From an optimization exercise on the open Yosys and OpenROAD flow, aimed at small area; shortcuts taken in it are not production practice.
In this exercise RTL edits were held to simulation tests only and were not proved equivalent to the original.
No activity file was given, so power comes from the tool's default toggle rates.

File: flow/config.mk
export PLATFORM = sky130hd
export DESIGN_NAME = sdm_cic_decim
export DESIGN_NICKNAME = sdm_cic_decim
export VERILOG_FILES = /design/flow/design.v
export SDC_FILE = /design/flow/constraint.sdc
export NUM_CORES = 4
export LEC_CHECK = 0
export ABC_AREA = 1
export CAP_MARGIN = 10
export CORE_MARGIN = 2
export CORE_UTILIZATION = 55
export CTS_CLUSTER_DIAMETER = 100
export CTS_CLUSTER_SIZE = 30
export SLEW_MARGIN = 10
File: flow/constraint.sdc
create_clock -name core_clock -period 10.0 [get_ports {clk}]
set_input_delay 2.0000 -clock core_clock [delete_from_list [all_inputs] [get_ports {clk}]]
set_output_delay 2.0000 -clock core_clock [all_outputs]
set_load 0.01 [all_outputs]
File: flow/design.v
module sdm_cic_decim #(
    parameter int unsigned CH         = 4,
    parameter int unsigned ORDER      = 4,
    parameter int unsigned DECIM_LOG2 = 6,
    parameter int unsigned OUT_W      = 16
) (
    input  logic                  clk,
    input  logic                  rst,
    input  logic                  sync_clr,
    input  logic                  valid_in,
    input  logic [CH-1:0]         din,
    output logic                  dout_valid,
    input  logic                  dout_ready,
    output logic [CH*OUT_W-1:0]   dout,
    output logic                  overrun
);
    function automatic logic [23:0] add24(input logic [23:0] a, input logic [23:0] b);
        logic c;
        c = 1'b0;
        for (int i = 0; i < 24; i++) begin
            add24[i] = a[i] ^ b[i] ^ c;
            c = (a[i] & b[i]) | (a[i] & c) | (b[i] & c);
        end
    endfunction
    localparam int unsigned LAT = 5;
    logic [LAT-1:0] r_vd;             
    logic [CH-1:0]  r_dd [LAT];       
    logic [5:0]     r_rc;             
    logic [2:0]     r_warm;
    logic          w_cap;
    logic [CH-1:0] w_b;
    assign w_cap = r_vd[LAT-1] && (r_rc == 6'd0);
    assign w_b   = r_vd[LAT-1] ? r_dd[LAT-1] : '0;
    always_ff @(posedge clk or posedge rst) begin
        if (rst) begin
            r_vd       <= '0;
            r_rc       <= 6'd1;
            r_warm     <= '0;
            dout_valid <= 1'b0;
            overrun    <= 1'b0;
        end else if (sync_clr) begin
            r_vd       <= '0;
            r_rc       <= 6'd1;
            r_warm     <= '0;
            dout_valid <= 1'b0;
            overrun    <= 1'b0;
        end else begin
            r_vd <= {r_vd[LAT-2:0], valid_in};
            if (r_vd[LAT-1]) r_rc <= r_rc + 1'b1;
            if (w_cap && r_warm != 3'd4) r_warm <= r_warm + 1'b1;
            if (w_cap && r_warm == 3'd4) begin
                dout_valid <= 1'b1;
                if (dout_valid && !dout_ready) overrun <= 1'b1;
            end else if (dout_ready) begin
                dout_valid <= 1'b0;
            end
        end
    end
    always_ff @(posedge clk) begin
        r_dd[0] <= din;
        for (int i = 1; i < LAT; i++) r_dd[i] <= r_dd[i-1];
    end
    logic [15:0] w0, w3;
    logic [17:0] w1, w2;
    logic [5:0]  r;
    logic [67:0] w_rom;
    assign r = r_rc;
    logic [587:0] rom_n;
    assign w_rom[0] = ~r[0] & ~r[1];
    assign rom_n[556] = r[0] & r[1];
    assign rom_n[562] = ~rom_n[556] & ~w_rom[0];
    assign rom_n[563] = r[0] & r[2];
    assign rom_n[564] = ~rom_n[563] & ~r[3];
    assign rom_n[565] = rom_n[564] & ~rom_n[562];
    assign rom_n[567] = ~rom_n[566] & r[4];
    assign rom_n[568] = rom_n[567] & ~rom_n[565];
    assign rom_n[569] = ~rom_n[568] & r[5];
    assign rom_n[570] = ~r[1] & ~r[2];
    assign rom_n[571] = rom_n[570] & ~r[0];
    assign rom_n[572] = ~rom_n[571] & r[3];
    assign rom_n[573] = ~rom_n[572] & ~r[4];
    assign rom_n[574] = ~rom_n[573] & rom_n[569];
    assign rom_n[576] = ~rom_n[575] & ~r[4];
    assign rom_n[578] = rom_n[577] & rom_n[575];
    assign w_rom[51] = ~rom_n[578] & ~r[5];
    assign rom_n[579] = w_rom[51] & ~rom_n[576];
    assign w_rom[49] = ~rom_n[579] & ~rom_n[574];
    assign rom_n[580] = r[1] & r[2];
    assign rom_n[581] = rom_n[580] & r[0];
    assign rom_n[582] = ~rom_n[581] & rom_n[572];
    assign rom_n[583] = rom_n[566] & ~rom_n[556];
    assign rom_n[584] = ~rom_n[583] & ~rom_n[582];
    assign rom_n[586] = rom_n[585] & ~rom_n[584];
    assign rom_n[0] = ~w_rom[0] & r[2];
    assign rom_n[1] = rom_n[0] & ~r[3];
    assign rom_n[2] = ~rom_n[1] & ~rom_n[587];
    assign rom_n[3] = rom_n[2] & r[5];
    assign rom_n[4] = ~rom_n[2] & ~r[5];
    assign rom_n[5] = ~rom_n[4] & ~rom_n[576];
    assign rom_n[6] = rom_n[5] & ~rom_n[3];
    assign w_rom[48] = rom_n[6] | rom_n[586];
    assign rom_n[7] = r[0] & ~r[2];
    assign rom_n[8] = r[1] & ~r[2];
    assign rom_n[9] = ~rom_n[8] & ~rom_n[7];
    assign rom_n[10] = rom_n[9] & r[3];
    assign rom_n[11] = ~rom_n[0] & ~rom_n[556];
    assign w_rom[1] = rom_n[11] & ~rom_n[570];
    assign rom_n[12] = ~w_rom[1] & ~rom_n[7];
    assign rom_n[13] = rom_n[12] & ~r[3];
    assign rom_n[14] = ~rom_n[13] & ~rom_n[10];
    assign rom_n[15] = ~rom_n[14] & rom_n[577];
    assign rom_n[16] = rom_n[10] & ~rom_n[556];
    assign rom_n[17] = rom_n[8] & r[0];
    assign rom_n[18] = ~r[1] & r[2];
    assign rom_n[19] = ~rom_n[18] & ~rom_n[17];
    assign rom_n[20] = rom_n[19] & ~r[3];
    assign rom_n[21] = ~rom_n[20] & ~r[4];
    assign rom_n[22] = rom_n[21] & ~rom_n[16];
    assign rom_n[23] = ~rom_n[570] & ~r[3];
    assign rom_n[24] = rom_n[23] & ~rom_n[0];
    assign rom_n[25] = ~rom_n[587] & r[4];
    assign rom_n[26] = rom_n[25] & ~rom_n[24];
    assign rom_n[27] = ~rom_n[26] & r[5];
    assign rom_n[28] = rom_n[27] & ~rom_n[22];
    assign rom_n[29] = ~rom_n[4] & ~rom_n[577];
    assign rom_n[30] = rom_n[29] & ~rom_n[28];
    assign w_rom[47] = rom_n[30] | rom_n[15];
    assign rom_n[31] = ~rom_n[562] & ~r[2];
    assign rom_n[32] = ~r[0] & r[2];
    assign rom_n[33] = rom_n[32] & r[1];
    assign rom_n[34] = ~rom_n[33] & ~rom_n[31];
    assign rom_n[35] = ~rom_n[34] & ~r[3];
    assign rom_n[36] = r[0] & ~r[1];
    assign rom_n[37] = ~rom_n[36] & ~r[2];
    assign rom_n[38] = rom_n[0] & ~rom_n[556];
    assign rom_n[39] = ~rom_n[38] & r[3];
    assign rom_n[40] = rom_n[39] & ~rom_n[37];
    assign rom_n[41] = ~rom_n[40] & ~rom_n[35];
    assign rom_n[42] = ~rom_n[41] & rom_n[585];
    assign rom_n[43] = ~rom_n[556] & ~r[3];
    assign rom_n[44] = rom_n[43] & ~w_rom[0];
    assign rom_n[45] = ~rom_n[31] & r[3];
    assign rom_n[46] = rom_n[45] & ~rom_n[580];
    assign rom_n[47] = ~rom_n[46] & ~rom_n[44];
    assign rom_n[48] = ~rom_n[47] & rom_n[577];
    assign rom_n[50] = ~rom_n[16] & ~rom_n[1];
    assign rom_n[51] = ~rom_n[50] & rom_n[49];
    assign rom_n[53] = ~rom_n[564] & ~r[1];
    assign rom_n[54] = ~r[3] & r[1];
    assign rom_n[55] = rom_n[54] & ~r[0];
    assign rom_n[56] = ~rom_n[55] & ~rom_n[53];
    assign rom_n[57] = ~rom_n[56] & rom_n[52];
    assign rom_n[58] = ~rom_n[57] & ~rom_n[51];
    assign rom_n[59] = rom_n[58] & ~rom_n[48];
    assign w_rom[46] = ~(rom_n[59] & ~rom_n[42]);
    assign rom_n[60] = r[3] & r[0];
    assign rom_n[61] = ~rom_n[60] & r[4];
    assign w_rom[35] = ~r[0] & ~r[2];
    assign rom_n[62] = ~rom_n[8] & rom_n[564];
    assign rom_n[63] = rom_n[62] & ~w_rom[35];
    assign rom_n[64] = ~rom_n[63] & rom_n[61];
    assign rom_n[65] = w_rom[35] & ~r[3];
    assign rom_n[66] = ~rom_n[8] & ~r[3];
    assign rom_n[67] = rom_n[66] & ~rom_n[38];
    assign rom_n[68] = ~rom_n[67] & rom_n[23];
    assign rom_n[69] = ~rom_n[68] & ~rom_n[65];
    assign rom_n[70] = ~rom_n[563] & r[3];
    assign rom_n[71] = ~r[0] & r[1];
    assign rom_n[72] = rom_n[71] & ~r[2];
    assign rom_n[73] = ~rom_n[72] & rom_n[70];
    assign rom_n[74] = ~rom_n[73] & ~r[4];
    assign rom_n[75] = rom_n[74] & rom_n[69];
    assign rom_n[76] = ~rom_n[75] & ~rom_n[64];
    assign rom_n[77] = ~rom_n[76] & r[5];
    assign rom_n[78] = ~rom_n[38] & ~rom_n[570];
    assign rom_n[79] = ~rom_n[78] & ~r[3];
    assign rom_n[80] = rom_n[45] & ~rom_n[33];
    assign rom_n[81] = ~rom_n[80] & ~rom_n[79];
    assign rom_n[82] = ~rom_n[81] & rom_n[49];
    assign rom_n[83] = ~w_rom[35] & ~rom_n[563];
    assign rom_n[84] = ~rom_n[83] & r[3];
    assign rom_n[85] = ~r[3] & ~r[0];
    assign rom_n[86] = ~rom_n[85] & rom_n[577];
    assign rom_n[87] = rom_n[86] & ~rom_n[84];
    assign rom_n[88] = ~rom_n[87] & ~rom_n[82];
    assign w_rom[45] = ~(rom_n[88] & ~rom_n[77]);
    assign rom_n[89] = rom_n[563] & ~r[1];
    assign rom_n[90] = ~rom_n[72] & ~r[3];
    assign rom_n[91] = rom_n[90] & ~rom_n[89];
    assign rom_n[92] = ~rom_n[91] & ~r[4];
    assign rom_n[93] = rom_n[92] & ~rom_n[46];
    assign rom_n[94] = r[3] & r[4];
    assign rom_n[95] = rom_n[94] & ~rom_n[11];
    assign rom_n[96] = ~rom_n[95] & ~rom_n[25];
    assign rom_n[97] = ~rom_n[96] & ~rom_n[565];
    assign rom_n[98] = ~rom_n[97] & r[5];
    assign rom_n[99] = rom_n[98] & ~rom_n[93];
    assign rom_n[100] = ~rom_n[18] & rom_n[572];
    assign rom_n[101] = ~rom_n[100] & rom_n[577];
    assign rom_n[102] = ~w_rom[35] & rom_n[39];
    assign rom_n[103] = ~rom_n[32] & rom_n[23];
    assign rom_n[104] = ~rom_n[103] & ~rom_n[102];
    assign rom_n[105] = ~rom_n[104] & rom_n[49];
    assign rom_n[106] = ~rom_n[105] & ~rom_n[101];
    assign w_rom[44] = ~(rom_n[106] & ~rom_n[99]);
    assign rom_n[107] = ~rom_n[31] & ~rom_n[0];
    assign rom_n[108] = ~rom_n[107] & ~rom_n[581];
    assign rom_n[109] = rom_n[108] & ~r[3];
    assign rom_n[110] = ~rom_n[109] & ~rom_n[73];
    assign rom_n[111] = ~rom_n[110] & rom_n[585];
    assign rom_n[112] = rom_n[562] & ~r[2];
    assign rom_n[113] = rom_n[112] & r[3];
    assign rom_n[115] = rom_n[114] & rom_n[556];
    assign rom_n[116] = ~rom_n[115] & rom_n[52];
    assign rom_n[117] = rom_n[116] & ~rom_n[85];
    assign rom_n[118] = rom_n[117] & ~rom_n[113];
    assign rom_n[119] = r[3] & ~r[1];
    assign rom_n[120] = rom_n[119] & ~r[2];
    assign rom_n[121] = r[3] & ~r[0];
    assign rom_n[122] = ~rom_n[121] & ~rom_n[120];
    assign rom_n[123] = ~rom_n[114] & ~rom_n[55];
    assign rom_n[124] = rom_n[123] & rom_n[122];
    assign rom_n[125] = ~rom_n[124] & rom_n[49];
    assign rom_n[126] = rom_n[8] & r[3];
    assign rom_n[127] = ~rom_n[126] & ~rom_n[84];
    assign rom_n[128] = ~rom_n[18] & ~r[3];
    assign rom_n[129] = rom_n[128] & ~rom_n[8];
    assign rom_n[130] = ~rom_n[129] & rom_n[577];
    assign rom_n[131] = rom_n[130] & rom_n[127];
    assign rom_n[132] = ~rom_n[131] & ~rom_n[125];
    assign rom_n[133] = rom_n[132] & ~rom_n[118];
    assign w_rom[43] = ~(rom_n[133] & ~rom_n[111]);
    assign rom_n[134] = ~rom_n[119] & ~rom_n[13];
    assign rom_n[135] = ~rom_n[134] & rom_n[49];
    assign rom_n[136] = ~rom_n[54] & ~rom_n[46];
    assign rom_n[137] = ~rom_n[136] & rom_n[585];
    assign rom_n[138] = rom_n[580] & r[3];
    assign rom_n[139] = ~rom_n[138] & ~rom_n[84];
    assign rom_n[140] = rom_n[139] & rom_n[116];
    assign rom_n[141] = ~rom_n[119] & ~rom_n[575];
    assign rom_n[142] = rom_n[54] & ~rom_n[32];
    assign rom_n[143] = ~rom_n[142] & rom_n[577];
    assign rom_n[144] = rom_n[143] & rom_n[141];
    assign rom_n[145] = rom_n[144] & rom_n[19];
    assign rom_n[146] = ~rom_n[145] & ~rom_n[140];
    assign rom_n[147] = rom_n[146] & ~rom_n[137];
    assign w_rom[42] = ~(rom_n[147] & ~rom_n[135]);
    assign rom_n[148] = ~rom_n[113] & r[4];
    assign rom_n[149] = rom_n[83] & ~r[3];
    assign rom_n[150] = ~rom_n[149] & ~rom_n[115];
    assign rom_n[151] = rom_n[150] & rom_n[148];
    assign rom_n[152] = rom_n[0] & r[3];
    assign rom_n[153] = ~rom_n[152] & rom_n[151];
    assign rom_n[154] = ~rom_n[34] & r[3];
    assign rom_n[155] = ~rom_n[128] & ~r[4];
    assign rom_n[156] = rom_n[155] & ~rom_n[154];
    assign rom_n[157] = ~rom_n[156] & ~r[5];
    assign rom_n[158] = rom_n[157] & ~rom_n[153];
    assign rom_n[159] = rom_n[85] & ~rom_n[570];
    assign rom_n[160] = rom_n[70] & ~rom_n[8];
    assign rom_n[161] = rom_n[160] & ~w_rom[35];
    assign rom_n[162] = ~rom_n[161] & ~rom_n[159];
    assign rom_n[163] = ~rom_n[162] & rom_n[585];
    assign rom_n[164] = ~w_rom[0] & r[3];
    assign rom_n[165] = ~rom_n[164] & ~rom_n[587];
    assign rom_n[166] = rom_n[43] & ~rom_n[8];
    assign rom_n[167] = ~rom_n[166] & rom_n[165];
    assign rom_n[168] = ~rom_n[71] & ~r[3];
    assign rom_n[169] = rom_n[168] & ~rom_n[37];
    assign rom_n[170] = ~rom_n[169] & rom_n[52];
    assign rom_n[171] = rom_n[170] & ~rom_n[167];
    assign rom_n[172] = ~rom_n[171] & ~rom_n[163];
    assign w_rom[41] = ~(rom_n[172] & ~rom_n[158]);
    assign rom_n[173] = rom_n[83] & r[3];
    assign rom_n[174] = rom_n[173] & r[1];
    assign rom_n[175] = ~rom_n[174] & ~rom_n[84];
    assign rom_n[176] = ~rom_n[112] & ~r[3];
    assign rom_n[177] = rom_n[176] & ~rom_n[581];
    assign rom_n[178] = ~rom_n[177] & rom_n[577];
    assign rom_n[179] = rom_n[178] & rom_n[175];
    assign rom_n[180] = ~rom_n[36] & ~r[3];
    assign rom_n[181] = ~rom_n[180] & ~rom_n[114];
    assign rom_n[182] = ~rom_n[181] & ~rom_n[580];
    assign rom_n[183] = ~rom_n[562] & r[3];
    assign rom_n[184] = rom_n[183] & ~rom_n[563];
    assign rom_n[185] = ~rom_n[184] & ~rom_n[182];
    assign rom_n[186] = ~rom_n[185] & rom_n[585];
    assign rom_n[187] = rom_n[563] & r[3];
    assign rom_n[188] = rom_n[43] & ~rom_n[32];
    assign rom_n[189] = ~rom_n[188] & ~rom_n[187];
    assign rom_n[190] = ~rom_n[189] & rom_n[52];
    assign rom_n[191] = ~rom_n[575] & ~rom_n[566];
    assign rom_n[192] = rom_n[191] & rom_n[556];
    assign rom_n[193] = ~rom_n[192] & ~rom_n[65];
    assign rom_n[194] = ~rom_n[193] & rom_n[49];
    assign rom_n[195] = ~rom_n[194] & ~rom_n[190];
    assign rom_n[196] = rom_n[195] & ~rom_n[186];
    assign w_rom[40] = ~(rom_n[196] & ~rom_n[179]);
    assign rom_n[197] = ~rom_n[37] & rom_n[568];
    assign rom_n[198] = ~rom_n[71] & rom_n[70];
    assign rom_n[199] = rom_n[198] & ~w_rom[35];
    assign rom_n[200] = ~rom_n[60] & ~r[4];
    assign rom_n[201] = rom_n[200] & ~rom_n[72];
    assign rom_n[202] = rom_n[201] & ~rom_n[583];
    assign rom_n[203] = rom_n[202] & ~rom_n[199];
    assign rom_n[204] = ~rom_n[203] & ~rom_n[197];
    assign rom_n[205] = ~rom_n[204] & ~r[5];
    assign rom_n[206] = ~rom_n[149] & r[4];
    assign rom_n[207] = rom_n[206] & ~rom_n[154];
    assign rom_n[208] = ~rom_n[33] & ~rom_n[570];
    assign rom_n[209] = ~rom_n[208] & ~rom_n[587];
    assign rom_n[210] = ~rom_n[209] & rom_n[200];
    assign rom_n[211] = ~rom_n[210] & r[5];
    assign rom_n[212] = rom_n[211] & ~rom_n[207];
    assign w_rom[39] = rom_n[212] | rom_n[205];
    assign rom_n[213] = ~rom_n[570] & rom_n[564];
    assign rom_n[214] = ~rom_n[213] & rom_n[141];
    assign rom_n[215] = ~rom_n[214] & ~rom_n[71];
    assign rom_n[216] = ~rom_n[215] & r[4];
    assign rom_n[217] = rom_n[54] & ~rom_n[563];
    assign rom_n[218] = ~rom_n[217] & ~rom_n[45];
    assign rom_n[219] = ~rom_n[218] & ~r[4];
    assign rom_n[220] = ~rom_n[219] & ~rom_n[216];
    assign rom_n[221] = r[5] & ~r[0];
    assign rom_n[222] = rom_n[221] & ~rom_n[220];
    assign rom_n[223] = ~rom_n[221] & rom_n[220];
    assign w_rom[38] = ~rom_n[223] & ~rom_n[222];
    assign rom_n[224] = ~rom_n[164] & rom_n[25];
    assign rom_n[225] = rom_n[224] & ~rom_n[159];
    assign rom_n[226] = ~rom_n[191] & w_rom[0];
    assign rom_n[227] = ~rom_n[226] & rom_n[200];
    assign w_rom[37] = rom_n[227] | rom_n[225];
    assign rom_n[228] = ~rom_n[168] & ~rom_n[164];
    assign w_rom[36] = rom_n[228] | rom_n[7];
    assign rom_n[229] = rom_n[85] & rom_n[570];
    assign rom_n[230] = rom_n[229] & rom_n[585];
    assign rom_n[231] = ~r[3] & ~r[4];
    assign rom_n[232] = ~rom_n[231] & ~r[5];
    assign w_rom[32] = rom_n[232] | rom_n[230];
    assign rom_n[233] = rom_n[52] & ~r[3];
    assign rom_n[234] = rom_n[233] & rom_n[571];
    assign rom_n[235] = ~rom_n[229] & rom_n[585];
    assign rom_n[236] = rom_n[232] & ~rom_n[567];
    assign rom_n[237] = ~rom_n[236] & ~rom_n[235];
    assign w_rom[31] = rom_n[237] & ~rom_n[234];
    assign rom_n[238] = ~rom_n[570] & r[3];
    assign rom_n[239] = ~rom_n[238] & rom_n[567];
    assign rom_n[240] = ~rom_n[138] & ~r[4];
    assign rom_n[241] = ~rom_n[571] & ~r[3];
    assign rom_n[242] = ~rom_n[241] & rom_n[240];
    assign rom_n[243] = ~rom_n[242] & ~rom_n[239];
    assign rom_n[244] = ~rom_n[243] & ~r[5];
    assign rom_n[245] = ~rom_n[241] & ~rom_n[94];
    assign rom_n[246] = ~rom_n[245] & r[5];
    assign w_rom[30] = ~rom_n[246] & ~rom_n[244];
    assign rom_n[247] = ~rom_n[19] & r[3];
    assign rom_n[248] = ~rom_n[247] & ~rom_n[13];
    assign rom_n[249] = ~rom_n[248] & rom_n[49];
    assign rom_n[250] = rom_n[43] & rom_n[9];
    assign rom_n[251] = ~rom_n[250] & r[4];
    assign rom_n[252] = rom_n[238] & ~rom_n[0];
    assign rom_n[253] = ~rom_n[252] & ~r[5];
    assign rom_n[254] = rom_n[253] & rom_n[251];
    assign rom_n[255] = ~rom_n[241] & rom_n[52];
    assign rom_n[256] = ~rom_n[587] & rom_n[585];
    assign rom_n[257] = rom_n[256] & rom_n[9];
    assign rom_n[258] = ~rom_n[257] & ~rom_n[255];
    assign rom_n[259] = rom_n[258] & ~rom_n[254];
    assign w_rom[29] = ~(rom_n[259] & ~rom_n[249]);
    assign rom_n[260] = ~rom_n[41] & rom_n[577];
    assign rom_n[261] = rom_n[84] & rom_n[562];
    assign rom_n[262] = rom_n[180] & ~rom_n[72];
    assign rom_n[263] = ~rom_n[262] & ~rom_n[261];
    assign rom_n[264] = ~rom_n[263] & rom_n[49];
    assign rom_n[265] = rom_n[233] & rom_n[9];
    assign rom_n[266] = ~rom_n[36] & ~rom_n[18];
    assign rom_n[267] = ~rom_n[119] & rom_n[585];
    assign rom_n[268] = rom_n[267] & rom_n[266];
    assign rom_n[269] = ~rom_n[268] & ~rom_n[265];
    assign rom_n[270] = rom_n[269] & ~rom_n[264];
    assign w_rom[28] = ~(rom_n[270] & ~rom_n[260]);
    assign rom_n[271] = ~rom_n[91] & r[4];
    assign rom_n[272] = rom_n[271] & ~rom_n[80];
    assign rom_n[273] = rom_n[114] & ~rom_n[71];
    assign rom_n[274] = ~rom_n[273] & ~rom_n[65];
    assign rom_n[275] = rom_n[274] & ~rom_n[80];
    assign rom_n[276] = ~rom_n[275] & ~r[4];
    assign rom_n[277] = ~rom_n[276] & ~rom_n[272];
    assign rom_n[278] = ~rom_n[277] & ~r[5];
    assign rom_n[279] = rom_n[266] & ~rom_n[121];
    assign rom_n[280] = ~rom_n[575] & r[4];
    assign rom_n[281] = rom_n[280] & ~rom_n[279];
    assign rom_n[282] = ~rom_n[159] & ~rom_n[121];
    assign rom_n[283] = ~rom_n[282] & ~r[4];
    assign rom_n[284] = ~rom_n[283] & r[5];
    assign rom_n[285] = rom_n[284] & ~rom_n[281];
    assign w_rom[27] = rom_n[285] | rom_n[278];
    assign rom_n[286] = ~rom_n[183] & ~rom_n[120];
    assign rom_n[287] = rom_n[286] & rom_n[69];
    assign rom_n[288] = ~rom_n[287] & rom_n[577];
    assign rom_n[289] = rom_n[566] & ~w_rom[0];
    assign rom_n[290] = ~rom_n[289] & rom_n[240];
    assign rom_n[291] = rom_n[280] & ~rom_n[183];
    assign rom_n[292] = rom_n[291] & ~rom_n[159];
    assign rom_n[293] = ~rom_n[292] & ~rom_n[290];
    assign rom_n[294] = ~rom_n[293] & r[5];
    assign rom_n[295] = rom_n[49] & ~rom_n[38];
    assign rom_n[296] = rom_n[295] & ~rom_n[214];
    assign rom_n[297] = ~rom_n[296] & ~rom_n[294];
    assign w_rom[26] = ~(rom_n[297] & ~rom_n[288]);
    assign rom_n[298] = rom_n[271] & ~rom_n[161];
    assign rom_n[299] = rom_n[164] & rom_n[83];
    assign rom_n[300] = ~rom_n[299] & ~r[4];
    assign rom_n[301] = rom_n[300] & ~rom_n[67];
    assign rom_n[302] = ~rom_n[301] & ~r[5];
    assign rom_n[303] = rom_n[302] & ~rom_n[298];
    assign rom_n[304] = rom_n[181] & rom_n[139];
    assign rom_n[305] = ~rom_n[304] & rom_n[52];
    assign rom_n[306] = rom_n[128] & ~rom_n[562];
    assign rom_n[307] = rom_n[70] & rom_n[19];
    assign rom_n[308] = ~rom_n[307] & ~rom_n[306];
    assign rom_n[309] = ~rom_n[308] & rom_n[585];
    assign rom_n[310] = ~rom_n[309] & ~rom_n[305];
    assign w_rom[25] = ~(rom_n[310] & ~rom_n[303]);
    assign rom_n[311] = rom_n[183] & ~rom_n[570];
    assign rom_n[312] = ~rom_n[311] & ~rom_n[55];
    assign rom_n[313] = ~rom_n[312] & rom_n[585];
    assign rom_n[314] = rom_n[148] & rom_n[69];
    assign rom_n[315] = ~rom_n[314] & ~r[5];
    assign rom_n[316] = ~rom_n[112] & r[5];
    assign rom_n[317] = rom_n[316] & rom_n[224];
    assign rom_n[318] = ~rom_n[317] & ~rom_n[315];
    assign rom_n[319] = rom_n[128] & ~rom_n[72];
    assign rom_n[320] = ~rom_n[319] & rom_n[49];
    assign rom_n[321] = rom_n[320] & ~rom_n[39];
    assign rom_n[322] = ~rom_n[321] & ~rom_n[318];
    assign w_rom[24] = rom_n[322] | rom_n[313];
    assign rom_n[323] = ~rom_n[299] & ~rom_n[120];
    assign rom_n[324] = rom_n[323] & ~rom_n[68];
    assign rom_n[325] = rom_n[324] & ~r[4];
    assign rom_n[326] = ~rom_n[142] & ~rom_n[571];
    assign rom_n[327] = ~rom_n[326] & r[4];
    assign rom_n[328] = ~rom_n[327] & r[5];
    assign rom_n[329] = rom_n[328] & ~rom_n[325];
    assign rom_n[330] = ~rom_n[289] & ~rom_n[32];
    assign rom_n[331] = ~rom_n[330] & rom_n[49];
    assign rom_n[332] = rom_n[139] & ~rom_n[35];
    assign rom_n[333] = ~rom_n[332] & rom_n[577];
    assign rom_n[334] = ~rom_n[333] & ~rom_n[331];
    assign w_rom[23] = ~(rom_n[334] & ~rom_n[329]);
    assign rom_n[335] = ~rom_n[252] & ~r[4];
    assign rom_n[336] = rom_n[335] & ~rom_n[115];
    assign rom_n[337] = ~rom_n[95] & ~r[5];
    assign rom_n[338] = rom_n[337] & ~rom_n[68];
    assign rom_n[339] = rom_n[338] & ~rom_n[336];
    assign rom_n[340] = ~rom_n[120] & ~rom_n[60];
    assign rom_n[341] = ~rom_n[180] & rom_n[52];
    assign rom_n[342] = rom_n[341] & rom_n[340];
    assign rom_n[343] = ~rom_n[31] & ~r[3];
    assign rom_n[344] = rom_n[343] & ~rom_n[89];
    assign rom_n[345] = rom_n[141] & rom_n[585];
    assign rom_n[346] = rom_n[345] & ~rom_n[344];
    assign rom_n[347] = ~rom_n[346] & ~rom_n[342];
    assign w_rom[22] = ~(rom_n[347] & ~rom_n[339]);
    assign rom_n[348] = ~w_rom[1] & r[3];
    assign rom_n[349] = ~rom_n[348] & ~rom_n[63];
    assign rom_n[350] = ~rom_n[349] & ~r[4];
    assign rom_n[351] = rom_n[274] & ~rom_n[96];
    assign rom_n[352] = ~rom_n[351] & ~r[5];
    assign rom_n[353] = rom_n[352] & ~rom_n[350];
    assign rom_n[354] = rom_n[231] & ~rom_n[107];
    assign rom_n[355] = r[3] & ~r[4];
    assign rom_n[356] = rom_n[355] & rom_n[33];
    assign rom_n[357] = ~rom_n[239] & r[5];
    assign rom_n[358] = rom_n[357] & ~rom_n[356];
    assign rom_n[359] = rom_n[358] & ~rom_n[354];
    assign w_rom[21] = ~rom_n[359] & ~rom_n[353];
    assign rom_n[360] = rom_n[219] & ~rom_n[187];
    assign rom_n[361] = ~w_rom[35] & rom_n[23];
    assign rom_n[362] = rom_n[361] & ~rom_n[0];
    assign rom_n[363] = ~rom_n[160] & r[4];
    assign rom_n[364] = rom_n[363] & ~rom_n[362];
    assign rom_n[365] = ~rom_n[364] & ~rom_n[360];
    assign rom_n[366] = ~rom_n[365] & ~r[5];
    assign rom_n[367] = rom_n[291] & ~rom_n[169];
    assign rom_n[368] = ~rom_n[367] & r[5];
    assign rom_n[369] = ~rom_n[368] & ~rom_n[366];
    assign rom_n[370] = ~rom_n[120] & rom_n[585];
    assign rom_n[371] = rom_n[370] & ~rom_n[565];
    assign w_rom[20] = rom_n[371] | rom_n[369];
    assign w_rom[50] = rom_n[578] | rom_n[569];
    assign rom_n[372] = ~r[0] & r[4];
    assign rom_n[373] = ~rom_n[83] & ~rom_n[66];
    assign rom_n[374] = ~rom_n[373] & ~rom_n[149];
    assign rom_n[375] = ~rom_n[374] & rom_n[372];
    assign rom_n[376] = rom_n[374] & ~rom_n[372];
    assign w_rom[19] = rom_n[376] | rom_n[375];
    assign rom_n[377] = ~rom_n[83] & rom_n[23];
    assign w_rom[18] = ~rom_n[377] & ~rom_n[10];
    assign rom_n[378] = rom_n[152] & rom_n[585];
    assign rom_n[379] = rom_n[52] & ~rom_n[572];
    assign w_rom[14] = rom_n[379] | rom_n[378];
    assign rom_n[380] = rom_n[94] & rom_n[12];
    assign rom_n[381] = ~rom_n[380] & ~rom_n[361];
    assign rom_n[382] = ~rom_n[381] & r[5];
    assign rom_n[383] = ~rom_n[0] & rom_n[585];
    assign rom_n[384] = rom_n[383] & r[3];
    assign w_rom[13] = rom_n[384] | rom_n[382];
    assign rom_n[385] = ~rom_n[183] & ~rom_n[20];
    assign rom_n[386] = ~rom_n[385] & rom_n[52];
    assign rom_n[387] = rom_n[383] & ~rom_n[361];
    assign rom_n[388] = ~rom_n[387] & ~rom_n[578];
    assign w_rom[12] = ~(rom_n[388] & ~rom_n[386]);
    assign rom_n[389] = ~rom_n[18] & rom_n[577];
    assign rom_n[390] = rom_n[389] & rom_n[191];
    assign rom_n[391] = ~rom_n[311] & rom_n[21];
    assign rom_n[392] = ~rom_n[121] & r[4];
    assign rom_n[393] = rom_n[392] & ~rom_n[377];
    assign rom_n[394] = ~rom_n[393] & r[5];
    assign rom_n[395] = rom_n[394] & ~rom_n[391];
    assign w_rom[11] = rom_n[395] | rom_n[390];
    assign rom_n[396] = rom_n[241] & ~rom_n[580];
    assign rom_n[397] = ~rom_n[396] & ~rom_n[100];
    assign rom_n[398] = ~rom_n[397] & rom_n[577];
    assign rom_n[399] = rom_n[238] & ~r[0];
    assign rom_n[400] = ~rom_n[377] & ~rom_n[138];
    assign rom_n[401] = rom_n[400] & ~rom_n[399];
    assign rom_n[402] = ~rom_n[401] & ~r[4];
    assign rom_n[403] = ~rom_n[402] & ~rom_n[281];
    assign rom_n[404] = ~rom_n[403] & r[5];
    assign w_rom[10] = rom_n[404] | rom_n[398];
    assign rom_n[405] = rom_n[176] & ~rom_n[32];
    assign rom_n[406] = ~rom_n[405] & rom_n[148];
    assign rom_n[407] = ~rom_n[112] & ~rom_n[18];
    assign rom_n[408] = rom_n[407] & ~rom_n[582];
    assign rom_n[409] = ~rom_n[408] & ~r[4];
    assign rom_n[410] = ~rom_n[409] & ~rom_n[406];
    assign rom_n[411] = ~rom_n[410] & r[5];
    assign rom_n[412] = rom_n[152] & rom_n[49];
    assign rom_n[413] = ~rom_n[181] & ~rom_n[71];
    assign rom_n[414] = ~rom_n[413] & rom_n[127];
    assign rom_n[415] = ~rom_n[414] & rom_n[577];
    assign rom_n[416] = ~rom_n[415] & ~rom_n[412];
    assign w_rom[9] = ~(rom_n[416] & ~rom_n[411]);
    assign rom_n[417] = rom_n[355] & rom_n[78];
    assign rom_n[418] = ~rom_n[417] & ~rom_n[151];
    assign rom_n[419] = ~rom_n[418] & ~r[5];
    assign rom_n[420] = ~rom_n[62] & ~rom_n[582];
    assign rom_n[421] = ~rom_n[420] & rom_n[585];
    assign rom_n[422] = ~rom_n[199] & ~rom_n[65];
    assign rom_n[423] = ~rom_n[422] & rom_n[52];
    assign rom_n[424] = ~rom_n[423] & ~rom_n[421];
    assign w_rom[8] = ~(rom_n[424] & ~rom_n[419]);
    assign rom_n[425] = rom_n[251] & ~rom_n[199];
    assign rom_n[426] = ~rom_n[160] & ~r[4];
    assign rom_n[427] = ~rom_n[426] & ~r[5];
    assign rom_n[428] = rom_n[427] & ~rom_n[425];
    assign rom_n[429] = rom_n[165] & ~rom_n[142];
    assign rom_n[430] = ~rom_n[429] & rom_n[52];
    assign rom_n[431] = rom_n[164] & ~rom_n[8];
    assign rom_n[432] = ~rom_n[431] & ~rom_n[90];
    assign rom_n[433] = ~rom_n[432] & rom_n[585];
    assign rom_n[434] = ~rom_n[433] & ~rom_n[430];
    assign w_rom[7] = ~(rom_n[434] & ~rom_n[428]);
    assign w_rom[66] = rom_n[49] & ~rom_n[566];
    assign rom_n[435] = ~rom_n[199] & ~rom_n[54];
    assign rom_n[436] = ~rom_n[435] & w_rom[66];
    assign rom_n[437] = rom_n[116] & ~rom_n[72];
    assign rom_n[438] = rom_n[437] & ~rom_n[173];
    assign rom_n[439] = ~rom_n[250] & rom_n[585];
    assign rom_n[440] = ~rom_n[141] & ~rom_n[32];
    assign rom_n[441] = ~rom_n[440] & rom_n[439];
    assign rom_n[442] = ~rom_n[167] & rom_n[577];
    assign rom_n[443] = ~rom_n[442] & ~rom_n[441];
    assign rom_n[444] = rom_n[443] & ~rom_n[438];
    assign w_rom[6] = ~(rom_n[444] & ~rom_n[436]);
    assign rom_n[445] = ~rom_n[362] & rom_n[323];
    assign rom_n[446] = ~rom_n[445] & rom_n[52];
    assign rom_n[447] = rom_n[84] & ~rom_n[8];
    assign rom_n[448] = ~rom_n[447] & ~rom_n[343];
    assign rom_n[449] = ~rom_n[448] & rom_n[577];
    assign rom_n[450] = ~rom_n[449] & ~rom_n[446];
    assign rom_n[451] = ~rom_n[307] & ~rom_n[149];
    assign rom_n[452] = ~rom_n[451] & rom_n[585];
    assign rom_n[453] = rom_n[45] & ~rom_n[0];
    assign rom_n[454] = ~rom_n[55] & ~rom_n[566];
    assign rom_n[455] = rom_n[454] & rom_n[49];
    assign rom_n[456] = rom_n[455] & ~rom_n[453];
    assign rom_n[457] = ~rom_n[456] & ~rom_n[452];
    assign w_rom[5] = ~(rom_n[457] & rom_n[450]);
    assign rom_n[458] = rom_n[361] & ~w_rom[0];
    assign rom_n[459] = ~rom_n[113] & rom_n[49];
    assign rom_n[460] = rom_n[459] & ~rom_n[458];
    assign rom_n[461] = rom_n[460] & ~rom_n[563];
    assign rom_n[462] = ~rom_n[461] & rom_n[49];
    assign rom_n[463] = ~rom_n[181] & ~rom_n[33];
    assign rom_n[464] = ~rom_n[463] & rom_n[141];
    assign rom_n[465] = ~rom_n[464] & rom_n[585];
    assign rom_n[466] = ~rom_n[174] & ~rom_n[44];
    assign rom_n[467] = ~rom_n[466] & rom_n[389];
    assign rom_n[468] = ~rom_n[54] & ~rom_n[1];
    assign rom_n[469] = ~rom_n[431] & rom_n[52];
    assign rom_n[470] = rom_n[469] & rom_n[468];
    assign rom_n[471] = ~rom_n[470] & ~rom_n[467];
    assign rom_n[472] = rom_n[471] & ~rom_n[465];
    assign w_rom[4] = ~(rom_n[472] & ~rom_n[462]);
    assign rom_n[473] = ~rom_n[187] & ~w_rom[0];
    assign rom_n[474] = rom_n[473] & ~rom_n[149];
    assign rom_n[475] = ~rom_n[474] & rom_n[372];
    assign rom_n[476] = rom_n[474] & ~rom_n[372];
    assign w_rom[3] = rom_n[476] | rom_n[475];
    assign w_rom[2] = rom_n[274] & ~rom_n[152];
    assign rom_n[477] = ~w_rom[66] & ~rom_n[577];
    assign w_rom[65] = ~rom_n[477] & ~rom_n[238];
    assign rom_n[478] = ~rom_n[238] & rom_n[568];
    assign rom_n[479] = rom_n[335] & ~rom_n[166];
    assign rom_n[480] = ~rom_n[479] & ~r[5];
    assign rom_n[481] = rom_n[480] & ~rom_n[478];
    assign w_rom[64] = rom_n[481] | rom_n[230];
    assign rom_n[482] = ~rom_n[252] & ~rom_n[79];
    assign rom_n[483] = ~rom_n[482] & rom_n[577];
    assign rom_n[484] = rom_n[274] & ~rom_n[261];
    assign rom_n[485] = ~rom_n[484] & rom_n[49];
    assign rom_n[486] = rom_n[585] & ~rom_n[581];
    assign rom_n[487] = rom_n[486] & rom_n[241];
    assign rom_n[488] = ~rom_n[487] & ~rom_n[485];
    assign w_rom[63] = ~(rom_n[488] & ~rom_n[483]);
    assign rom_n[489] = rom_n[355] & rom_n[108];
    assign rom_n[490] = rom_n[286] & rom_n[206];
    assign rom_n[491] = rom_n[231] & rom_n[78];
    assign rom_n[492] = ~rom_n[491] & ~rom_n[490];
    assign rom_n[493] = rom_n[492] & ~rom_n[489];
    assign rom_n[494] = ~rom_n[493] & ~r[5];
    assign rom_n[495] = rom_n[439] & ~rom_n[575];
    assign w_rom[62] = rom_n[495] | rom_n[494];
    assign rom_n[496] = ~rom_n[126] & rom_n[585];
    assign rom_n[497] = rom_n[496] & ~rom_n[35];
    assign rom_n[498] = rom_n[128] & ~rom_n[32];
    assign rom_n[499] = ~rom_n[498] & rom_n[127];
    assign rom_n[500] = ~rom_n[499] & rom_n[577];
    assign rom_n[501] = rom_n[119] & ~w_rom[35];
    assign rom_n[502] = ~rom_n[501] & rom_n[49];
    assign rom_n[503] = rom_n[502] & ~rom_n[103];
    assign rom_n[504] = ~rom_n[503] & ~rom_n[500];
    assign w_rom[61] = ~(rom_n[504] & ~rom_n[497]);
    assign rom_n[505] = ~rom_n[138] & rom_n[585];
    assign rom_n[506] = rom_n[505] & rom_n[324];
    assign rom_n[507] = rom_n[52] & rom_n[583];
    assign rom_n[508] = rom_n[340] & rom_n[123];
    assign rom_n[509] = ~rom_n[508] & rom_n[240];
    assign rom_n[510] = rom_n[454] & rom_n[291];
    assign rom_n[511] = ~rom_n[510] & ~r[5];
    assign rom_n[512] = rom_n[511] & ~rom_n[509];
    assign rom_n[513] = ~rom_n[512] & ~rom_n[507];
    assign w_rom[60] = ~(rom_n[513] & ~rom_n[506]);
    assign rom_n[514] = rom_n[164] & ~rom_n[17];
    assign rom_n[515] = ~rom_n[514] & ~rom_n[396];
    assign rom_n[516] = ~rom_n[515] & rom_n[49];
    assign rom_n[517] = ~rom_n[458] & ~rom_n[198];
    assign rom_n[518] = ~rom_n[517] & rom_n[577];
    assign rom_n[519] = rom_n[52] & rom_n[565];
    assign rom_n[520] = rom_n[121] & ~rom_n[8];
    assign rom_n[521] = ~rom_n[520] & ~rom_n[319];
    assign rom_n[522] = ~rom_n[521] & rom_n[585];
    assign rom_n[523] = ~rom_n[522] & ~rom_n[519];
    assign rom_n[524] = rom_n[523] & ~rom_n[518];
    assign w_rom[59] = ~(rom_n[524] & ~rom_n[516]);
    assign rom_n[525] = ~rom_n[289] & ~rom_n[184];
    assign rom_n[526] = ~rom_n[525] & rom_n[585];
    assign rom_n[527] = rom_n[233] & ~rom_n[581];
    assign rom_n[528] = rom_n[527] & ~w_rom[1];
    assign rom_n[529] = ~rom_n[188] & ~rom_n[164];
    assign rom_n[530] = ~rom_n[529] & rom_n[577];
    assign rom_n[531] = rom_n[73] & rom_n[49];
    assign rom_n[532] = ~rom_n[36] & r[2];
    assign rom_n[533] = rom_n[532] & rom_n[231];
    assign rom_n[534] = ~rom_n[533] & ~rom_n[531];
    assign rom_n[535] = rom_n[534] & ~rom_n[530];
    assign rom_n[536] = rom_n[535] & ~rom_n[528];
    assign w_rom[58] = ~(rom_n[536] & ~rom_n[526]);
    assign rom_n[537] = rom_n[175] & ~rom_n[114];
    assign rom_n[538] = ~rom_n[537] & rom_n[585];
    assign rom_n[539] = rom_n[340] & ~rom_n[213];
    assign rom_n[540] = ~rom_n[539] & r[4];
    assign rom_n[541] = rom_n[355] & ~rom_n[208];
    assign rom_n[542] = rom_n[231] & ~rom_n[71];
    assign rom_n[543] = rom_n[542] & rom_n[83];
    assign rom_n[544] = ~rom_n[543] & ~rom_n[541];
    assign rom_n[545] = rom_n[544] & ~rom_n[540];
    assign rom_n[546] = ~rom_n[545] & ~r[5];
    assign rom_n[547] = ~rom_n[169] & ~r[3];
    assign rom_n[548] = ~rom_n[547] & rom_n[379];
    assign rom_n[549] = ~rom_n[548] & ~rom_n[546];
    assign w_rom[57] = ~(rom_n[549] & ~rom_n[538]);
    assign rom_n[550] = ~rom_n[413] & rom_n[122];
    assign rom_n[551] = ~rom_n[550] & rom_n[577];
    assign rom_n[552] = ~rom_n[551] & ~rom_n[460];
    assign rom_n[553] = rom_n[120] & r[0];
    assign rom_n[554] = ~rom_n[553] & rom_n[468];
    assign rom_n[555] = ~rom_n[554] & rom_n[52];
    assign rom_n[557] = rom_n[426] & r[5];
    assign rom_n[558] = rom_n[557] & ~rom_n[463];
    assign rom_n[559] = ~rom_n[558] & ~rom_n[555];
    assign w_rom[56] = ~(rom_n[559] & rom_n[552]);
    assign rom_n[560] = ~rom_n[8] & ~r[0];
    assign rom_n[561] = ~rom_n[560] & rom_n[61];
    assign w_rom[55] = rom_n[561] | rom_n[201];
    assign w_rom[54] = ~rom_n[121] & ~rom_n[563];
    assign w_rom[15] = rom_n[52] & rom_n[572];
    assign w_rom[33] = rom_n[235] | rom_n[52];
    assign w_rom[67] = rom_n[49] & rom_n[566];
    assign rom_n[566] = ~r[3] & ~r[2];
    assign rom_n[575] = r[3] & r[2];
    assign rom_n[577] = ~r[5] & r[4];
    assign rom_n[585] = r[5] & ~r[4];
    assign rom_n[587] = r[3] & ~r[2];
    assign rom_n[49] = ~r[5] & ~r[4];
    assign rom_n[52] = r[5] & r[4];
    assign rom_n[114] = ~r[3] & r[2];
    assign w_rom[53] = w_rom[35];
    assign w_rom[52] = w_rom[0];
    assign w_rom[34] = w_rom[0];
    assign w_rom[17] = w_rom[1];
    assign w_rom[16] = w_rom[0];
    assign {w0, w1, w2, w3} = w_rom;
    for (genvar c = 0; c < CH; c++) begin : g_ch
        logic [23:0] s0, s1, s2;
        logic [19:0] s3;
        logic        sat;
        assign sat = s1[23] && (s0[23:8] == 16'd0);
        always_ff @(posedge clk) begin
            s0 <= add24(w_cap ? s1 : s0, w_b[c] ? 24'(w0) : 24'd0);
            s1 <= add24(w_cap ? s2 : s1, w_b[c] ? 24'(w1) : 24'd0);
            s2 <= add24(w_cap ? 24'(s3) : s2, w_b[c] ? 24'(w2) : 24'd0);
            s3 <= 20'(add24(w_cap ? 24'd0 : 24'(s3), w_b[c] ? 24'(w3) : 24'd0));
            if (w_cap) dout[c*OUT_W +: OUT_W] <= {!s0[23] && !sat, s0[22:8] | {15{sat}}};
        end
    end
endmodule
File: flow/flow/run.sh
#!/bin/bash
# Layout flow: the standard flow (standard.sh), run in three parts so that
#  - floorplan skips its wire-load-model timing repair (REMOVE_ABC_BUFFERS=1);
#    the placement, CTS and global-route repairs still close timing on the
#    placed design, without the floorplan's pessimistic upsizing;
#  - the port buffers are the platform's smallest buffer, buf_1.
# Synthesis is the standard one, unchanged. Each part logs to its own file here.
set -euo pipefail
bash standard.sh synth > synth.log 2>&1
REMOVE_ABC_BUFFERS=1 bash standard.sh floorplan > floorplan.log 2>&1
BUFFER_PORTS_ARGS="-buffer_cell sky130_fd_sc_hd__buf_1" bash standard.sh finish > finish.log 2>&1
File: flow/standard.sh
#!/bin/bash
# synth_recipe.tcl (not shown) runs the flow's synth.tcl, then flattens the netlist and writes it again
# the make line also repeats each setting of config.mk as NAME=value (left out here)
make -C /OpenROAD-flow-scripts/flow DESIGN_CONFIG=/design/flow/config.mk WORK_HOME=/design/flow/orfs CLKGATE_MAP_FILE= SYNTH_SCRIPT=/design/flow/synth_recipe.tcl "${@:-finish}"
==> flow_metrics.py, run 1 <==
metrics = {
    "outcome": {
        "status": "timing/DRC/antenna clean",
    },
    "place": {
        "gp_congestion": 1.039,
        "dpl.cell_count": 3481,
        "placed_cell_area_um2": 26400,
        "dp_hpwl_mm": 56.99,
        "port_buffers": 74,
    },
    "worst_setup_path": {
        "cp-start-kind": "register",
        "critPathKind": "reg -> reg",
        "crit_top_cell": "fa_1",
        "critPathMaxFanout": 5,
        "slowest_delay_ns": 0.55,
        "endpoint_kind": "register",
        "path_delay_family": "adder cells",
        "required_ns": 10.45,
        "crit_slowest_cell": "dfstp_2",
        "worst-path-buf-inv": 5,
        "crit_arrival_ns": 10.15,
    },
    "yosys": {
        "synth_top_family_by_area": "adder cells",
        "synth_xor_xnor_area_share": 0.006249,
        "synth-seq-cells": 468,
        "syn_area_um2": 25230,
        "avgSynthCellArea_um2": 8.880,
        "synth_warnings": 2,
        "synth_enable_flop_cells": 64,
        "synth_adder_area_share": 0.2585,
        "synthMuxAreaShare": 0.003571,
        "synth_compound_area_frac": 0.08169,
        "synthArstFlopShare": 0.03419,
        "synth_cell_type_count": 42,
        "synth.most_common_cell": "nand2_1",
        "synth_top_area_share": 0.3079,
        "syn_inst": 2841,
        "synth_flop_cell": "dfxtp_1",
        "synthTopCellsByArea": "dfxtp_1, fa_1, nand2_1",
        "synth_common_cells": "nand2_1, dfxtp_1, inv_1, fa_1, nor2_1",
        "seq_area_frac_synth": 0.4000,
        "yosys.area.top_type": "dfxtp_1",
        "synthSimpleGateAreaFrac": 0.1745,
    },
    "sta": {
        "fin_crit_sh": 0.9700,
        "setup_tns_ns": 0,
        "hold_violations": 0,
        "rsz0062_at_grt": "no",
        "finalClockSkew_ns": 0.03782,
        "period_minus_slack_ns": 9.700,
        "slew_headroom": 0.1077,
        "setup_viol": 0,
        "max_freq_mhz": 103.1,
        "maxSlewViolCount": 0,
        "worst_pin_slew_ns": 1.327,
    },
    "detailed_routing": {
        "ant_nets": 0,
        "wl_per_cell_um": 21.20,
        "dr_total_vias": 19200,
        "via_per_inst": 5.464,
        "drc_errors": 0,
        "dr.pass1.iters": 8,
        "drt_iter0_drc": 1653,
        "routed_wl_mm": 74.51,
    },
    "clocking": {
        "clockBufferDepth": 3,
        "post_cts_buffers": 0,
        "h-tree-depth": 1,
        "clkTransAtPathRegs_ns": 0.11,
        "cts_tree": "built",
        "cts_root_buf": "clkbuf_16",
        "cts_buffers": 20,
        "clk_latency_ns": 0.58,
        "clock-sinks": 468,
    },
    "power": {
        "ir_drop_uv": 196.7,
        "cellPowerDensity_nw_per_um2": 171.0,
        "p_leak_nw": 13.56,
    },
    "floorplanning": {
        "dieArea_um2": 47600,
        "initial_utilization": 0.5571,
        "die_y_um": 218.2,
        "num_io_pins": 75,
        "design.core.area_um2": 45280,
        "rows": 78,
        "die_w_um": 218.2,
    },
    "layout": {
        "nets": 3279,
        "final_util": 0.5978,
        "drive_gt1_frac": 0.05769,
        "layout.cells.non_filler": 3514,
        "stdcell_area_um2": 27070,
        "area_delta_synth_final_pct": 7.306,
    },
    "grt": {
        "grt_pass1_vias": 19430,
        "grt_usage": 0.3202,
        "antenna_found_initial": 0,
        "overflow": 0,
        "grt_max_degree": 214,
        "grt_pass1_wl_mm": 114.5,
    },
    "worst_hold_path": {
        "hold_class": "reg -> reg",
    },
    "run": {
        "maxCapViolations": 0,
    },
}
[worst reg2reg max path: cells and delay by family (launching register included)]
family,cells,cell delay [ns]
xor+xnor,1,0.13
simple gates,2,0.17
fa+ha+maj,24,8.31
flops,1,0.55
buf+inv,5,0.39
compound gates,1,0.05
[layout make-up]
| cell class | count | area (µm²) |
|---|---|---|
| antenna | 2 | 5.005 |
| clock buffer | 29 | 565.5 |
| clock inverter | 2 | 50.05 |
| fill | 3935 | 18210 |
| inverter | 357 | 1348 |
| multi-input combinational | 1893 | 13280 |
| sequential | 468 | 10090 |
| tap | 600 | 750.7 |
| timing repair buffer | 163 | 982.2 |
[sequential cells by signal, summed over array words and instances, names as in the netlist]
register and count:
dout 64, dout_valid 1, g_ch.s0 96, g_ch.s1 96, g_ch.s2 96, g_ch.s3 80
overrun 1, r_dd 20, r_rc 6, r_vd 5, r_warm 3
[routing by layer]
metal	GRT usage	vias up	part of all wire
met5	0	-	0
met4	0.09841	0	0.036
met3	0.05929	139	0.073
met2	0.5170	662	0.47
met1	0.4407	9430	0.42
li1	-	8968	-
[kinds of logic (layout without fill, tap and decap cells)]
logic type	Yosys count	in the layout
mux	9	9
simple gates	1104	1104
fa+ha+maj	367	367
compound gates	395	395
other cells	0	2
xor+xnor	18	18
flops	468	468
buf+inv	480	551
[report_power, final]
| part | internal, mW | switching (mW) | leakage [nW] |
|---|---|---|---|
| combinational | 0.360 | 0.654 | 9.26 |
| clock | 0.410 | 0.608 | 0.295 |
| sequential | 2.41 | 0.186 | 4.01 |
[final timing paths]
kind / start / cells after the start / end / slack (ns)
min reg2reg: r_dd[3][0] / 0 / r_dd[4][0] / 0.33
max: r_rc[0] / 33 / g_ch[0].s0[23] / 0.30
max in group asynchronous: rst / 2 / r_rc[3] / 8.12
min: r_dd[3][0] / 0 / r_dd[4][0] / 0.33
max reg2reg: r_rc[0] / 33 / g_ch[0].s0[23] / 0.30
min in group asynchronous: rst / 2 / r_warm[0] / 1.46
[what timing repair did]
action | CTS | global route
setup endpoints to repair | 4 | 15
hold buffers | 0 | 0
gates resized for setup | 3 | 14
[placed cells by master (no fill, tap or decap), types with 6 or more instances in the layout]
cell type / count
clkbuf_16: 21
mux2i_1: 9
nor3_2: 6
nor4_1: 7
dfrtp_1: 15
ha_1: 110
inv_1: 343
nor3_1: 15
inv_2: 10
nand2_1: 722
buf_4: 85
nand2_2: 8
a21oi_1: 97
buf_1: 74
fa_1: 243
a31oi_1: 10
o211ai_1: 11
fa_2: 14
xnor2_1: 18
nor2_1: 256
edfxtp_1: 64
nand4_1: 14
clkbuf_1: 7
dfxtp_1: 388
nor2_2: 8
o21ai_1: 85
o21ai_0: 180
nand3_1: 56
[metrics by stage]
step	hold slack, ns	setup slack, ns	power [mW]
finish	0.3252	0.3004	4.628
global route	0.3415	0.01194	4.955
CTS	0.3305	0.01125	4.660
detailed placement	0.3121	-0.06330	3.650
global placement	0.3106	0.003150	3.557
floorplan	0.3096	-9.015	3.317
==> inputs of run 2 (changes only) <==
--- a/flow/config.mk
+++ b/flow/config.mk
@@ -10,5 +10,5 @@
 export CORE_MARGIN = 2
 export CORE_UTILIZATION = 55
 export CTS_CLUSTER_DIAMETER = 100
-export CTS_CLUSTER_SIZE = 30
+export CTS_CLUSTER_SIZE = 25
 export SLEW_MARGIN = 10
==> run 2 against run 1 <==
Utilization rose by 0.14 points; total power up 1.1%; cell area grew 0.23%; non-clock buffer count up 1; critical endpoint unchanged; largest cell class unchanged; largest power group unchanged.
==> flow_metrics.py, run 2 <==
metrics = {
    "yosys": {
        "synth.most_common_cell": "nand2_1",
        "synth_warnings": 2,
        "syn_inst": 2841,
        "synth_flop_cell": "dfxtp_1",
        "seq_area_frac_synth": 0.4000,
        "synth_common_cells": "nand2_1, dfxtp_1, inv_1, fa_1, nor2_1",
        "synthTopCellsByArea": "dfxtp_1, fa_1, nand2_1",
        "synthArstFlopShare": 0.03419,
        "synth-seq-cells": 468,
        "synth_top_area_share": 0.3079,
        "synth_enable_flop_cells": 64,
        "synth_cell_type_count": 42,
        "avgSynthCellArea_um2": 8.880,
        "syn_area_um2": 25230,
        "yosys.area.top_type": "dfxtp_1",
    },
    "detailed_routing": {
        "via_per_inst": 5.458,
        "wl_per_cell_um": 21.26,
        "dr_total_vias": 19210,
        "highest_layer": "met5",
        "drt_iter0_drc": 1656,
        "drc_errors": 0,
        "dr.pass1.iters": 5,
        "ant_nets": 0,
        "wl_met1_mm": 30.76,
        "route.met2.wl_mm": 34.45,
        "routed_wl_mm": 74.83,
        "wl_met3_mm": 6.333,
    },
    "sta": {
        "max_freq_mhz": 103.3,
        "setup_viol": 0,
        "fin_crit_sh": 0.9682,
        "finalClockSkew_ns": 0.03086,
        "worst_pin_slew_ns": 1.222,
        "maxSlewViolCount": 0,
        "slew_headroom": 0.1790,
        "period_minus_slack_ns": 9.682,
        "hold_violations": 0,
        "setup_tns_ns": 0,
        "holdWs_ns": 0.3303,
        "rsz0062_at_grt": "no",
    },
    "power": {
        "cellPowerDensity_nw_per_um2": 172.5,
        "power_mw": 4.681,
        "p_leak_nw": 13.59,
        "ir_drop_uv": 164.5,
    },
    "clocking": {
        "cts_buffers": 23,
        "cts_tree": "built",
        "clkTransAtPathRegs_ns": 0.10,
        "cts_root_buf": "clkbuf_16",
        "clock-sinks": 468,
        "clk_latency_ns": 0.61,
        "clockBufferDepth": 3,
        "h-tree-depth": 1,
    },
    "place": {
        "dp_hpwl_mm": 56.99,
        "gp_congestion": 1.039,
        "dpl.cell_count": 3481,
        "port_buffers": 74,
    },
    "worst_setup_path": {
        "crit_slowest_cell": "dfstp_2",
        "endpoint_kind": "register",
        "required_ns": 10.50,
        "slowest_delay_ns": 0.54,
        "path_delay_family": "adder cells",
        "cp-start-kind": "register",
        "crit_arrival_ns": 10.18,
        "crit_top_cell": "fa_1",
        "critPathMaxFanout": 5,
        "worst-path-buf-inv": 5,
        "critPathKind": "reg -> reg",
    },
    "outcome": {
        "status": "timing/DRC/antenna clean",
    },
    "layout": {
        "drive_gt1_frac": 0.05828,
        "nets": 3283,
        "area_delta_synth_final_pct": 7.554,
        "top_regs": "g_ch.s0 (96), g_ch.s1 (96), g_ch.s2 (96)",
        "final_util": 0.5992,
        "fill_cells": 3930,
        "layout_common_cells": "nand2_1, dfxtp_1, inv_1",
        "layout.cells.non_filler": 3519,
        "final_common_cell": "nand2_1",
    },
    "grt": {
        "grt_pass1_vias": 19410,
        "antenna_found_initial": 1,
        "grt_pass1_wl_mm": 114.3,
        "grt_usage": 0.3221,
        "overflow": 0,
        "grt_max_degree": 214,
    },
    "floorplanning": {
        "die_w_um": 218.2,
        "num_io_pins": 75,
        "die_y_um": 218.2,
        "dieArea_um2": 47600,
        "design.core.area_um2": 45280,
        "rows": 78,
        "initial_utilization": 0.5571,
    },
    "worst_hold_path": {
        "hold_class": "reg -> reg",
    },
    "run": {
        "maxCapViolations": 0,
    },
}
## run 2: changes by cell type in the layout (fill, tap and decap cells not counted)
| cell | previous run | this run |
|---|---|---|
| fa_2 | 14 | 13 |
| fa_1 | 243 | 244 |
| clkbuf_1 | 7 | 9 |
| clkbuf_16 | 21 | 23 |
| clkbuf_2 | 0 | 1 |
| clkinv_8 | 0 | 1 |
| clkbuf_8 | 1 | 0 |
## run 2: stage by stage
stage | setup WS [ns] | cell area [µm²]
finish | 0.3177 | 27130
global route | 0.03442 | 27130
CTS | 0.01852 | 27080
detailed placement | -0.06330 | 26400
global placement | 0.003150 | 26400
floorplan | -9.015 | 24660
## run 2: cell type report
class                   count  area [µm²]  area share
diodes                      2       5.005   0.0001845
well taps                 600       750.7     0.02767
clock buffers              32       609.3     0.02246
flip-flops and latches    468       10090      0.3719
clock inverters             3       66.31    0.002444
repair buffers            164       987.2     0.03638
multi-input cells        1893       13280      0.4893
inverters                 357        1348     0.04967
## run 2: cells by family (layout without fill, tap and decap cells)
kind of cell,count (synthesis),after routing,share of synthesized area
adder cells (fa/ha/maj),367,367,0.2585
other,0,2,0
multiplexers,9,9,0.003571
buffers and inverters,480,556,0.07544
XOR/XNOR,18,18,0.006249
AO/OA/AOI/OAI,395,395,0.08169
flip-flops,468,468,0.4000
AND/OR/NAND/NOR,1104,1104,0.1745
## run 2: worst paths after layout
kind                       depth (start not counted)  startpoint        endpoint  slack, ns
max reg2reg                                       33     r_rc[0]  g_ch[0].s0[23]       0.32
min reg2reg                                        0  r_dd[2][2]      r_dd[3][2]       0.33
max in group asynchronous                          2         rst      dout_valid       8.15
min in group asynchronous                          2         rst         r_vd[0]       1.45
max                                               33     r_rc[0]  g_ch[0].s0[23]       0.32
min                                                0  r_dd[2][2]      r_dd[3][2]       0.33
## run 2: power breakdown
group | leakage [nW] | switching (mW) | internal, mW | total [mW]
registers | 4.01 | 0.188 | 2.41 | 2.60
clock network | 0.322 | 0.629 | 0.440 | 1.07
logic | 9.26 | 0.653 | 0.360 | 1.01
## run 2: routing by layer
| metal | vias up | global-route usage |
|---|---|---|
| met5 | - | 0 |
| met1 | 9405 | 0.4312 |
| li1 | 8976 | - |
| met2 | 673 | 0.5094 |
| met3 | 152 | 0.07585 |
| met4 | 2 | 0.1245 |
## run 2: what timing repair did
action | in CTS | in global routing
gates resized for setup | 2 | 14
setup buffers | 0 | 0
hold buffers | 0 | 0
setup endpoints to repair | 4 | 15
==> inputs of run 3 (changes only) <==
--- a/flow/config.mk
+++ b/flow/config.mk
@@ -8,7 +8,7 @@
 export ABC_AREA = 1
 export CAP_MARGIN = 10
 export CORE_MARGIN = 2
-export CORE_UTILIZATION = 55
+export CORE_UTILIZATION = 65
 export CTS_CLUSTER_DIAMETER = 100
 export CTS_CLUSTER_SIZE = 25
 export SLEW_MARGIN = 10
==> run 3 against run 2 <==
Still clean on timing, DRC and antenna; die area shrank 15%; first-iteration DRC count rose by 22%; sequential cell count unchanged; sequential power about the same; synthesized cell count is the same; synthesized area unchanged; combinational power rose by 4%; global-route usage rose by 4.0 points; via count rose by 2.0%; critical path depth rose by 1; utilization grew 9.9 points; cell count shrank 3.0%; critical path type unchanged.
==> flow_metrics.py, run 3 <==
metrics = {
    "sta": {
        "maxSlewViolCount": 0,
        "worst_pin_slew_ns": 1.338,
        "slew_headroom": 0.1003,
        "fin_crit_sh": 0.9726,
        "hold_violations": 0,
        "max_freq_mhz": 102.8,
        "setup_tns_ns": 0,
        "holdWs_ns": 0.3366,
        "finalClockSkew_ns": 0.03385,
        "setup_slack_ns": 0.2737,
        "setup_viol": 0,
        "period_minus_slack_ns": 9.726,
    },
    "yosys": {
        "synth_warnings": 2,
        "syn_area_um2": 25230,
        "synth_enable_flop_cells": 64,
        "seq_area_frac_synth": 0.4000,
        "synthTopCellsByArea": "dfxtp_1, fa_1, nand2_1",
        "synth_common_cells": "nand2_1, dfxtp_1, inv_1, fa_1, nor2_1",
        "avgSynthCellArea_um2": 8.880,
        "yosys.area.top_type": "dfxtp_1",
        "synth-seq-cells": 468,
        "synth.most_common_cell": "nand2_1",
        "synth_top_area_share": 0.3079,
        "synthArstFlopShare": 0.03419,
        "synth_flop_cell": "dfxtp_1",
        "synth_cell_type_count": 42,
        "syn_inst": 2841,
    },
    "detailed_routing": {
        "via_per_inst": 5.736,
        "routed_wl_mm": 72.40,
        "drc_errors": 0,
        "dr_total_vias": 19590,
        "dr.pass1.iters": 9,
        "ant_nets": 0,
        "wl_per_cell_um": 21.20,
        "drt_iter0_drc": 2023,
    },
    "power": {
        "p_seq_frac": 0.555,
        "combPwrFrac": 0.223,
        "power_frac_clock": 0.222,
        "switching_power_mw": 1.474,
        "cellPowerDensity_nw_per_um2": 174.4,
        "ir_drop_uv": 207.4,
        "internal_power_mw": 3.211,
        "swShare": 0.3147,
        "p_leak_nw": 13.50,
    },
    "place": {
        "port_buffers": 74,
        "gp_congestion": 1.022,
        "pre_cts_ws_ns": -0.06436,
        "dp_hpwl_mm": 54.78,
        "dpl.cell_count": 3380,
    },
    "clocking": {
        "h-tree-depth": 1,
        "cts_buffers": 22,
        "clk_latency_ns": 0.59,
        "clkTransAtPathRegs_ns": 0.10,
        "hold_buffers": 0,
        "cts_tree": "built",
        "cts_root_buf": "clkbuf_16",
        "clockBufferDepth": 3,
        "clock-sinks": 468,
    },
    "worst_hold_path": {
        "hold_class": "reg -> reg",
    },
    "worst_setup_path": {
        "cp-start-kind": "register",
        "endpoint_kind": "register",
        "crit_top_cell": "fa_1",
        "crit_slowest_cell": "dfstp_2",
        "slowest_delay_ns": 0.55,
        "critPathKind": "reg -> reg",
        "crit_arrival_ns": 10.19,
        "required_ns": 10.46,
        "critPathMaxFanout": 32,
    },
    "layout": {
        "final_util": 0.6986,
        "top_regs": "g_ch.s0 (96), g_ch.s1 (96), g_ch.s2 (96)",
        "nets": 3264,
        "layout_common_cells": "nand2_1, dfxtp_1, inv_1",
        "final_common_cell": "nand2_1",
        "fill_cells": 2791,
        "area_delta_synth_final_pct": 6.522,
        "layout.cells.non_filler": 3415,
        "n_antenna_cell": 0,
        "drive_gt1_frac": 0.05316,
    },
    "grt": {
        "grt_pass1_vias": 19890,
        "grt_pass1_wl_mm": 111.7,
        "overflow": 0,
        "antenna_found_initial": 1,
        "grt_max_degree": 227,
        "grt_usage": 0.3621,
    },
    "floorplanning": {
        "rows": 72,
        "initial_utilization": 0.6558,
        "dieArea_um2": 40400,
        "die_y_um": 201.0,
        "die_w_um": 201.0,
        "design.core.area_um2": 38470,
        "num_io_pins": 75,
    },
    "outcome": {
        "status": "timing/DRC/antenna clean",
    },
    "run": {
        "maxCapViolations": 0,
    },
}
[run 3: what timing repair did]
action / in CTS / in global routing
endpoints found under the setup margin: 3 / 19
setup buffers: 1 / 1
resized for setup: 3 / 23
pin swaps: 1 / 2
cloned: 0 / 0
[run 3: kinds of logic after synthesis]
group                      synth area share
DFF                                  0.4000
xor gates and xnor gates           0.006249
adders and majority gates            0.2585
muxes                              0.003571
AOI/OAI and AO/OA                   0.08169
buffers and inverters               0.07544
and+or+nand+nor                      0.1745
[run 3: per-layer routing]
metal / routed length, µm / vias up / GRT usage
li1: - / 8931 / -
met1: 28310 / 9519 / 0.4800
met2: 33680 / 960 / 0.5781
met3: 6992 / 179 / 0.08490
met4: 3409 / 0 / 0.1487
met5: 0 / - / 0
[run 3: cell type report]
cell class / count / area, µm² / share of cell area
Clock buffer: 30 / 580.6 / 0.02160
Clock inverter: 3 / 51.30 / 0.001909
Inverter: 357 / 1348 / 0.05015
Multi-Input combinational cell: 1893 / 13280 / 0.4943
Sequential cell: 468 / 10090 / 0.3755
Tap cell: 518 / 648.1 / 0.02412
Timing Repair Buffer: 146 / 870.8 / 0.03241
[run 3: power groups by stage]
stage | Clock (mW) | Combinational (mW) | Sequential, mW
finish | 1.04 | 1.05 | 2.60
global route | 1.11 | 1.23 | 2.64
CTS | 1.04 | 1.05 | 2.59
detailed placement | 0 | 1.03 | 2.63
global placement | 0 | 0.920 | 2.61
floorplan | 0 | 0.741 | 2.58
[run 3: stage by stage]
stage / instance area [µm²] / total power [mW]
3_5_place_dp: 26160 / 3.665
5_1_grt: 26870 / 4.976
2_1_floorplan: 24660 / 3.317
4_1_cts: 26800 / 4.690
3_3_place_gp: 26160 / 3.532
6_report: 26870 / 4.685
[run 3: critical path: cells and delay by family, from the launching register on]
kind	cells	cell delay, ns
compound gates	1	0.09
xor+xnor	1	0.12
fa+ha+maj	24	8.02
buf+inv	6	0.63
flops	1	0.55
simple gates	2	0.17
[run 3: final timing paths]
| kind | from | endpoint | slack [ns] | cells past startpoint |
|---|---|---|---|---|
| worst max-delay path | r_rc[0] | g_ch[2].s1[23] | 0.27 | 34 |
| max in group asynchronous | rst | r_rc[2] | 8.07 | 2 |
| worst min-delay path | r_dd[3][0] | r_dd[4][0] | 0.34 | 0 |
| worst max register to register | r_rc[0] | g_ch[2].s1[23] | 0.27 | 34 |
| min in group asynchronous | rst | r_vd[4] | 1.47 | 2 |
| worst min register to register | r_dd[3][0] | r_dd[4][0] | 0.34 | 0 |

-- what the ideal ports hide --
Ports are ideal in the flow. The routed layouts listed here were re-timed in OpenROAD. Step 1: set_driving_cell puts a clkbuf_16 on clk and a buf_2 on each other input, an assumption about the parent block. Step 2 moves the port delays by t, midway between the first and last clock arrival at a register: inputs arrive t later, outputs are due t later. That takes back most of the time a late clock gives input paths. Three values: no drivers, after step 1, after step 2; two values: the first two.
run	t (ns)	setup slack, ns	worst setup path after step 2
run 1	0.617	0.300 / 0.300 / 0.300	register to register
run 2	0.653	0.318 / 0.318 / 0.318	register to register
run 3	0.628	0.274 / 0.274 / 0.274	register to register
After both steps every run listed still meets setup and hold.
